Source: an optimization exercise on an open RTL-to-GDS flow (aim: small area). Production flows keep margins and buffers that such runs may drop. Only simulation tests tie the RTL to the original design; equivalence was not proved. The flow treats the clock pin as an ideal source, which a real chip does not have. No activity file was given, so power comes from the tool's default toggle rates.

==> v39: inputs <==
==> flow/design.v <==
package npc_predict_unit_pkg;
    localparam int ENTRIES = 16;
    localparam int IDX_W   = 4;
    localparam int TAG_W   = 26;
endpackage
module npc_aoi222 (
    input  logic a1,
    input  logic a2,
    input  logic b1,
    input  logic b2,
    input  logic c1,
    input  logic c2,
    output logic y
);
    assign y = ~((a1 & a2) | (b1 & b2) | (c1 & c2));
endmodule
module npc_btb_array (
    input  logic [15:0] i_sel,
    input  logic [15:0] i_data,
    output logic        o_q
);
    logic [4:0] w_y;
    for (genvar k = 0; k < 5; k++) begin : g_grp
        npc_aoi222 u_aoi (
            .a1 (i_sel[3*k]),   .a2 (i_data[3*k]),
            .b1 (i_sel[3*k+1]), .b2 (i_data[3*k+1]),
            .c1 (i_sel[3*k+2]), .c2 (i_data[3*k+2]),
            .y  (w_y[k])
        );
    end
    assign o_q = ~(&w_y) | (i_sel[15] & i_data[15]);
endmodule
module npc_predict_unit (
    input  logic        clk,
    input  logic        rst,
    input  logic [31:0] PCF,
    input  logic [31:0] PCE,
    input  logic [31:0] JalrTarget,
    input  logic [31:0] BranchTarget,
    input  logic [31:0] JalTarget,
    input  logic        JalD,
    input  logic        JalrE,
    input  logic        BranchInstrE,
    input  logic        BranchE,
    input  logic        PredTakenE,
    input  logic        StallE,
    output logic [31:0] PC_In,
    output logic        PredHitF,
    output logic        PredTakenF,
    output logic [31:0] PredTargetF,
    output logic        MispredictE,
    output logic [31:0] BranchCnt,
    output logic [31:0] MispredCnt
);
    logic [15:0] r_valid;
    logic [25:0] r_tag    [0:15];
    logic [31:0] r_target [0:15];
    logic [1:0]  r_cnt    [0:15];
    logic [31:0] r_branchCnt;
    logic [31:0] r_mispredCnt;
    logic [15:0] w_selF, w_selE;
    always_comb begin
        for (int i = 0; i < 16; i++) begin
            w_selF[i] = (PCF[5:2] == 4'(i));
            w_selE[i] = (PCE[5:2] == 4'(i));
        end
    end
    localparam int F_W = 1 + 26 + 32 + 1;
    localparam int E_W = 1 + 26 + 2;
    logic [F_W-1:0] w_rowF [0:15];
    logic [E_W-1:0] w_rowE [0:15];
    logic [F_W-1:0] w_rdF;
    logic [E_W-1:0] w_rdE;
    always_comb begin
        for (int i = 0; i < 16; i++) begin
            w_rowF[i] = {r_valid[i], r_tag[i], r_target[i], r_cnt[i][1]};
            w_rowE[i] = {r_valid[i], r_tag[i], r_cnt[i]};
        end
    end
    for (genvar b = 0; b < F_W; b++) begin : g_rdF
        logic [15:0] w_col;
        for (genvar i = 0; i < 16; i++) begin : g_col
            assign w_col[i] = w_rowF[i][b];
        end
        npc_btb_array u_rd (.i_sel(w_selF), .i_data(w_col), .o_q(w_rdF[b]));
    end
    for (genvar b = 0; b < E_W; b++) begin : g_rdE
        logic [15:0] w_col;
        for (genvar i = 0; i < 16; i++) begin : g_col
            assign w_col[i] = w_rowE[i][b];
        end
        npc_btb_array u_rd (.i_sel(w_selE), .i_data(w_col), .o_q(w_rdE[b]));
    end
    logic        w_validF, w_dirF, w_validE;
    logic [25:0] w_tagF, w_tagE;
    logic [31:0] w_targetF;
    logic [1:0]  w_cntE;
    assign {w_validF, w_tagF, w_targetF, w_dirF} = w_rdF;
    assign {w_validE, w_tagE, w_cntE}           = w_rdE;
    logic [31:0] w_pcF4;
    logic [31:0] w_pcE4;
    assign w_pcF4 = {npc_inc30(PCF[31:2]), PCF[1:0]};
    assign w_pcE4 = {npc_inc30(PCE[31:2]), PCE[1:0]};
    assign PredHitF    = w_validF && (w_tagF == PCF[31:6]);
    assign PredTakenF  = PredHitF && w_dirF;
    assign PredTargetF = PredHitF ? w_targetF : w_pcF4;
    assign MispredictE = BranchInstrE && (BranchE != PredTakenE);
    logic w_s1, w_s2, w_s3, w_s4, w_s5, w_s6, w_low;
    assign w_s1  = JalrE;
    assign w_s2  = !JalrE && BranchInstrE && BranchE && !PredTakenE;
    assign w_s3  = !JalrE && BranchInstrE && !BranchE && PredTakenE;
    assign w_low = !JalrE && !MispredictE;
    assign w_s4  = w_low && JalD;
    assign w_s5  = w_low && !JalD && PredTakenF;
    assign w_s6  = w_low && !JalD && !PredTakenF;
    for (genvar b = 0; b < 32; b++) begin : g_pc
        logic w_ya, w_yb;
        npc_aoi222 u_a (
            .a1 (w_s1), .a2 (JalrTarget[b]),
            .b1 (w_s2), .b2 (BranchTarget[b]),
            .c1 (w_s3), .c2 (w_pcE4[b]),
            .y  (w_ya)
        );
        npc_aoi222 u_b (
            .a1 (w_s4), .a2 (JalTarget[b]),
            .b1 (w_s5), .b2 (w_targetF[b]),
            .c1 (w_s6), .c2 (w_pcF4[b]),
            .y  (w_yb)
        );
        assign PC_In[b] = ~(w_ya & w_yb);
    end
    logic       w_train;
    logic       w_hitE;
    logic       w_weEntry;
    logic       w_weCnt;
    logic [1:0] w_cntNext;
    assign w_train   = BranchInstrE && !StallE;
    assign w_hitE    = w_validE && (w_tagE == PCE[31:6]);
    assign w_weEntry = w_train && BranchE;
    assign w_weCnt   = w_train && (w_hitE || BranchE);
    always_comb begin
        if (!w_hitE) begin
            w_cntNext = 2'b10;
        end else if (BranchE) begin
            w_cntNext = (w_cntE == 2'b11) ? 2'b11 : w_cntE + 2'd1;
        end else begin
            w_cntNext = (w_cntE == 2'b00) ? 2'b00 : w_cntE - 2'd1;
        end
    end
    always_ff @(posedge clk) begin
        if (rst) begin
            r_valid <= '0;
        end else begin
            for (int i = 0; i < 16; i++) begin
                if (w_weEntry && w_selE[i]) begin
                    r_valid[i] <= 1'b1;
                end
            end
        end
    end
    always_ff @(posedge clk) begin
        for (int i = 0; i < 16; i++) begin
            if (w_weEntry && w_selE[i]) begin
                r_tag[i]    <= PCE[31:6];
                r_target[i] <= BranchTarget;
            end
            if (w_weCnt && w_selE[i]) begin
                r_cnt[i] <= w_cntNext;
            end
        end
    end
    logic [31:0] w_branchNext;
    logic [31:0] w_mispredNext;
    assign w_branchNext  = npc_sat_inc32(r_branchCnt, w_train);
    assign w_mispredNext = npc_sat_inc32(r_mispredCnt, w_train && MispredictE);
    always_ff @(posedge clk) begin
        if (rst) begin
            r_branchCnt  <= '0;
            r_mispredCnt <= '0;
        end else begin
            r_branchCnt  <= w_branchNext;
            r_mispredCnt <= w_mispredNext;
        end
    end
    assign BranchCnt  = r_branchCnt;
    assign MispredCnt = r_mispredCnt;
    function automatic logic [29:0] npc_inc30(input logic [29:0] a);
        logic c;
        c = 1'b1;
        for (int i = 0; i < 30; i++) begin
            npc_inc30[i] = a[i] ^ c;
            c            = c & a[i];
        end
    endfunction
    function automatic logic [31:0] npc_sat_inc32(input logic [31:0] a, input logic en);
        logic [32:0] c;
        logic [31:0] s;
        c[0] = en;
        for (int i = 0; i < 32; i++) begin
            s[i]     = a[i] ^ c[i];
            c[i + 1] = c[i] & a[i];
        end
        npc_sat_inc32 = s | {32{c[32]}};
    endfunction
endmodule
==> flow/run.sh <==
#!/bin/bash
# synth_recipe.tcl (not shown) runs the flow's synth.tcl, then flattens the netlist and writes it again
# the make line also repeats each setting of config.mk as NAME=value (left out here)
make -C /OpenROAD-flow-scripts/flow DESIGN_CONFIG=/design/flow/config.mk WORK_HOME=/design/flow/orfs CLKGATE_MAP_FILE= SYNTH_SCRIPT=/design/flow/synth_recipe.tcl finish
==> flow/config.mk <==
export PLATFORM = sky130hd
export DESIGN_NAME = npc_predict_unit
export DESIGN_NICKNAME = npc_predict_unit
export VERILOG_FILES = /design/flow/design.v
export SDC_FILE = /design/flow/constraint.sdc
export NUM_CORES = 4
export LEC_CHECK = 0
export CAP_MARGIN = 20
export CORE_MARGIN = 2
export CORE_UTILIZATION = 70
export CTS_BUF_LIST = sky130_fd_sc_hd__clkbuf_8
export SLEW_MARGIN = 20
export SYNTH_HIERARCHICAL = 1
export SYNTH_MINIMUM_KEEP_SIZE = 0
==> flow/constraint.sdc <==
create_clock -name core_clock -period 11.0 [get_ports {clk}]
set_input_delay 2.2000 -clock core_clock [delete_from_list [all_inputs] [get_ports {clk}]]
set_output_delay 2.2000 -clock core_clock [all_outputs]
set_load 0.01 [all_outputs]
==> inputs of v13, as changes to v39 <==
--- a/flow/design.v
+++ b/flow/design.v
@@ -187,7 +187,12 @@
     function automatic logic [29:0] npc_inc30(input logic [29:0] a);
+        logic cb;
         logic c;
-        c = 1'b1;
-        for (int i = 0; i < 30; i++) begin
-            npc_inc30[i] = a[i] ^ c;
-            c            = c & a[i];
+        cb = 1'b1;
+        for (int k = 0; k < 5; k++) begin
+            c = cb;
+            for (int i = 6 * k; i < 6 * k + 6; i++) begin
+                npc_inc30[i] = a[i] ^ c;
+                c            = c & a[i];
+            end
+            cb = cb & (&a[6 * k +: 6]);
         end
==> flow/flow/run.sh (new file) <==
#!/bin/bash
set -euo pipefail
bash standard.sh \
    'BUFFER_PORTS_ARGS=-buffer_cell sky130_fd_sc_hd__buf_1' \
    'CTS_ARGS=-sink_clustering_enable -repair_clock_nets -sink_clustering_size 10 -sink_clustering_max_diameter 30 -buf_list sky130_fd_sc_hd__clkbuf_4 -dont_use_dummy_load' \
    finish > standard_flow.log 2>&1
==> flow/standard.sh (new file) <==
#!/bin/bash
# synth_recipe.tcl (not shown) runs the flow's synth.tcl, then flattens the netlist and writes it again
# the make line also repeats each setting of config.mk as NAME=value (left out here)
make -C /OpenROAD-flow-scripts/flow DESIGN_CONFIG=/design/flow/config.mk WORK_HOME=/design/flow/orfs CLKGATE_MAP_FILE= SYNTH_SCRIPT=/design/flow/synth_recipe.tcl "${@:-finish}"
Settings changed: CTS_BUF_LIST sky130_fd_sc_hd__clkbuf_8 to not set.
removed: flow/run.sh
==> inputs of v5, as changes to v39 <==
--- a/flow/design.v
+++ b/flow/design.v
@@ -187,7 +187,12 @@
     function automatic logic [29:0] npc_inc30(input logic [29:0] a);
+        logic cb;
         logic c;
-        c = 1'b1;
-        for (int i = 0; i < 30; i++) begin
-            npc_inc30[i] = a[i] ^ c;
-            c            = c & a[i];
+        cb = 1'b1;
+        for (int k = 0; k < 5; k++) begin
+            c = cb;
+            for (int i = 6 * k; i < 6 * k + 6; i++) begin
+                npc_inc30[i] = a[i] ^ c;
+                c            = c & a[i];
+            end
+            cb = cb & (&a[6 * k +: 6]);
         end
==> flow/flow/run.sh (new file) <==
#!/bin/bash
set -euo pipefail
here=$(pwd)
bash standard.sh \
    'BUFFER_PORTS_ARGS=-buffer_cell sky130_fd_sc_hd__buf_1' \
    'CTS_ARGS=-sink_clustering_enable -repair_clock_nets -sink_clustering_size 10 -sink_clustering_max_diameter 30 -buf_list sky130_fd_sc_hd__clkbuf_4 -dont_use_dummy_load' \
    "POST_CTS_TCL=$here/flow/post_cts.tcl" \
    finish > standard_flow.log 2>&1
==> flow/flow/post_cts.tcl (new file) <==
# After CTS: give back area on paths with slack to spare (downsize cells
# the timing does not need), then legalize the placement again.
repair_timing -recover_power 100 -verbose
detailed_placement
check_placement -verbose
==> flow/standard.sh (new file) <==
#!/bin/bash
# synth_recipe.tcl (not shown) runs the flow's synth.tcl, then flattens the netlist and writes it again
# the make line also repeats each setting of config.mk as NAME=value (left out here)
make -C /OpenROAD-flow-scripts/flow DESIGN_CONFIG=/design/flow/config.mk WORK_HOME=/design/flow/orfs CLKGATE_MAP_FILE= SYNTH_SCRIPT=/design/flow/synth_recipe.tcl "${@:-finish}"
Settings changed: CTS_BUF_LIST sky130_fd_sc_hd__clkbuf_8 to not set.
removed: flow/run.sh
==> comparison table <==
item	v39	v13	v5
Sequential-cell power consumption	0.00435 W	0.00434 W	0.00434 W
Root Driver	sky130_fd_sc_hd__clkbuf_8	sky130_fd_sc_hd__clkbuf_4	-
Post-synthesis share of cell area spent on full adders, half adders and majority gates	0.03776	0.03534	0.03534
Smallest setup slack after layout	153.3 ps	1388 ps	1253 ps
Dominant cell type by count on the critical path	sky130_fd_sc_hd__ha_1	sky130_fd_sc_hd__buf_4	sky130_fd_sc_hd__buf_4
Fraction of power consumed by combinational cells	0.073	0.076	0.075
Detailed Route WL	133900 microns	136800 microns	137200 microns
Antenna violations before repair	10	11	11
Number of buffers and inverters on the critical path	2	6	6
Net switching power figure	0.001854 W	0.001572 W	0.001577 W
Fmax	0.09219 GHz	0.1040 GHz	0.1026 GHz
GR Util met2	0.6595	0.6618	0.6687
Critical-path maximum fanout	2	36	36
Run status	no timing/DRC/antenna violations	no timing/DRC/antenna violations	no timing/DRC/antenna violations
Relative area change from synthesis to final layout	18.54%	10.14%	11.06%
Post-Syn Area	41080 sq um	41070 sq um	41070 sq um
Number of inserted filler cells in the final layout	2905	3355	3322
Total routing usage reported by global routing	0.4433	0.4517	0.4512
Portion of netlist area occupied by mux cells	0.01151	0.01115	0.01115
Critical path's slowest cell	sky130_fd_sc_hd__clkdlybuf4s50_1	sky130_fd_sc_hd__and3_2	sky130_fd_sc_hd__and3_2
Die area	60650 sq um	60620 sq um	60620 sq um
Finished layout cell area	48700 sq um	45230 sq um	45610 sq um
P_leak	16.51 nW	14.77 nW	14.78 nW
Via count of the first global-routing pass	29830	29450	29500
Routability congestion estimate	0.9078	0.9143	0.9143
Ratio of cells with drive above 1 in the final layout	0.1242	0.1139	0.1066
Hold-fix buffers, CTS	0	0	-

[re-timing with driven ports]
The flow's constraints put no driver on any port. The routed layouts listed below were extracted and timed again, unchanged, in two steps. Step 1 assumes that a clkbuf_16 drives the clock port and a buf_2 every other input. Step 2, shift: input delay + t, output delay - t, t = (earliest + latest rising clock arrival at the registers) / 2. This alone moves slack from input paths to output paths. Slacks: no drivers / after step 1 / after step 2; pairs: no drivers / after step 1.
run	t, ns	setup WS [ns]	hold slack, ns
v39	0.901	0.153 / 0.131 / 0.131	0.498 / 0.498 / 0.498
v13	1.075	1.388 / 1.299 / 1.230	0.504 / 0.504 / 0.504
v5	1.067	1.253 / 1.170 / 1.127	0.506 / 0.506 / 0.506
After both steps setup and hold are still met in every run listed. For v13, which loses most, drivers alone change the setup slack by -0.089 ns; drivers and shift together by -0.158 ns.
